From an optimization exercise on the open Yosys and OpenROAD flow, aimed at a short achievable clock period and few clock cycles; shortcuts taken in it are not production practice. In this exercise RTL edits were held to simulation tests only and were not proved equivalent to the original. Power figures rest on the tool's default switching activity, not on a simulated workload.

==> flow/design.v (excerpt) <==
module pipeline (
    input  logic                        clock,
    input  logic                        reset,
    input  logic [32-1:0]            mem_rdata,     
    output logic [1:0]                  mem_command,   
    output logic [32-1:0]            mem_addr,
    output logic [32-1:0]            mem_wdata,
    output logic                        commit_valid,
    output logic                        commit_wr_en,
    output logic [5-1:0]       commit_wr_idx,
    output logic [32-1:0]            commit_wr_data,
    output logic [32-1:0]            commit_npc,
    output logic [31:0]                 commit_inst
);
    localparam int QD = 12;      
    localparam int QC_W = 15;   
    logic [QC_W-1:0] pd_ctl;
    logic [6:0]      opcode;
    logic [2:0]      funct3;
    logic [6:0]      funct7;
    logic            r_add, r_sub, r_and, r_or, r_xor, is_rop, is_addi, is_lw, is_sw, writes;
    always_comb begin
        opcode  = mem_rdata[6:0];
        funct3  = mem_rdata[14:12];
        funct7  = mem_rdata[31:25];
  ...
For scale: ~8,600 cells after synthesis, roughly 200 I/O pins, about 95,000 µm² of cells after synthesis.
export LEC_CHECK = 0
export CAP_MARGIN = 20
export CORE_MARGIN = 2
export CORE_UTILIZATION = 48
export CTS_CLUSTER_DIAMETER = 100
export CTS_CLUSTER_SIZE = 25
export PLACE_DENSITY = 0.58
export SETUP_SLACK_MARGIN = 3.2
export SLEW_MARGIN = 20
export SYNTH_HIERARCHICAL = 1
export TNS_END_PERCENT = 100
create_clock -name core_clock -period 5.5 [get_ports {clock}]
run.sh (not shown) runs the stock make flow with config.mk's settings and CLKGATE_MAP_FILE= SYNTH_SCRIPT=/design/flow/synth_recipe.tcl, a recipe that flattens the netlist after the stock synthesis.
Testbench counts at the start, summed over its fixed seeds: cycles 33,482.
==> next run, changes <==
--- a/flow/config.mk
+++ b/flow/config.mk
@@ -8,8 +8,8 @@
 export CAP_MARGIN = 20
 export CORE_MARGIN = 2
-export CORE_UTILIZATION = 48
+export CORE_UTILIZATION = 42
 export CTS_CLUSTER_DIAMETER = 100
 export CTS_CLUSTER_SIZE = 25
-export PLACE_DENSITY = 0.58
+export PLACE_DENSITY = 0.52
 export SETUP_SLACK_MARGIN = 3.2
 export SLEW_MARGIN = 20
Clock-buffer cell count climbs by 1.
Setup slack improved by 0.0041 ns.
Non-clock buffer count climbs by 36.
Final area climbs by 0.77%.
Power climbs by 0.73%.
Worst hold slack improved by 0.011 ns.
Fmax hardly moves.
Die area climbs by 14%.

== rev 12 ==
Another version of the RTL of pipeline (not shown whole).
Size: about 200 I/O pins, ~94000 µm² of cells after synthesis.
==> flow/config.mk <==
export PLATFORM = sky130hd
export DESIGN_NAME = pipeline
export DESIGN_NICKNAME = pipeline
export VERILOG_FILES = /design/flow/design.v
export SDC_FILE = /design/flow/constraint.sdc
export NUM_CORES = 4
export LEC_CHECK = 0
export CAP_MARGIN = 20
export CORE_MARGIN = 2
export CORE_UTILIZATION = 35
export CTS_CLUSTER_DIAMETER = 60
export CTS_CLUSTER_SIZE = 30
export PLACE_DENSITY = 0.45
export SETUP_SLACK_MARGIN = 3.2
export SLEW_MARGIN = 20
export SYNTH_HIERARCHICAL = 1
export TNS_END_PERCENT = 100
==> flow/constraint.sdc <==
create_clock -name core_clock -period 5.5 [get_ports {clock}]
set_input_delay 1.1000 -clock core_clock [delete_from_list [all_inputs] [get_ports {clock}]]
set_output_delay 1.1000 -clock core_clock [all_outputs]
set_load 0.01 [all_outputs]
Rev 12 closes out successfully: all stages finished, all timing, DRC and antenna checks passed.
Testbench counts of rev 12, summed over its fixed seeds: cycles 33,482.
Input changes introduced in rev 13 (baseline for comparison: rev 12):
- a change of SETUP_SLACK_MARGIN from 3.2 to 3.5
Results
- Rev 13: power per unit of standard cell area higher than rev 12
- Rev 13 has less setup slack than rev 12.
- When the final numbers for rev 12 and rev 13 were put side by side, the met1 capacity usage during global routing turned out to be smaller in rev 12.
- Summary of rev 13 over rev 12: clock-buffer cell count decreased by 1 relative to the old numbers; final worst-path cycle share saw an increase.
- Comparing global-route wire length before repair for rev 12 and rev 13, the bigger number came from rev 13.
- Diff rev 12 and rev 13: leakage power figure higher in rev 13
- Number of detailed-route iterations in the first pass came out exactly the same in rev 12 and rev 13.

[separate check: timing with driven ports]
No port has a modelled driver above. Below, the same layouts with a new extraction and two added sets of constraints.
Step 1 assumes that a clkbuf_16 drives the clock port and a buf_2 every other input.
Step 2 times the ports against the registers' clock, not the clock port: input delays grow and output delays shrink by t, the midpoint of the rising clock arrivals with the driver on.
Three values: no drivers, after step 1, after step 2; two values: the first two.
run | t, ns | slack for setup (ns) | hold slack, ns | clock arrival spread, ns | cell pins on the clock port's net
the first run of note 1 | 0.924 | 3.020 / 2.933 / 2.246 | 0.319 / 0.319 / 0.319 | 0.102 / 0.102 | 1
the second run of note 1 | 0.935 | 3.024 / 2.923 / 2.305 | 0.331 / 0.331 / 0.331 | 0.047 / 0.047 | 1
rev 12 | 0.966 | 2.973 / 2.877 / 2.353 | 0.319 / 0.319 / 0.319 | 0.093 / 0.093 | 1
rev 13 | 1.004 | 2.920 / 2.817 / 2.408 | 0.304 / 0.304 / 0.304 | 0.080 / 0.080 | 1
After both steps setup and hold are still met in every run listed. The setup slack of the first run of note 1, which loses most, moves by -0.087 ns with the drivers and by -0.774 ns with both steps.
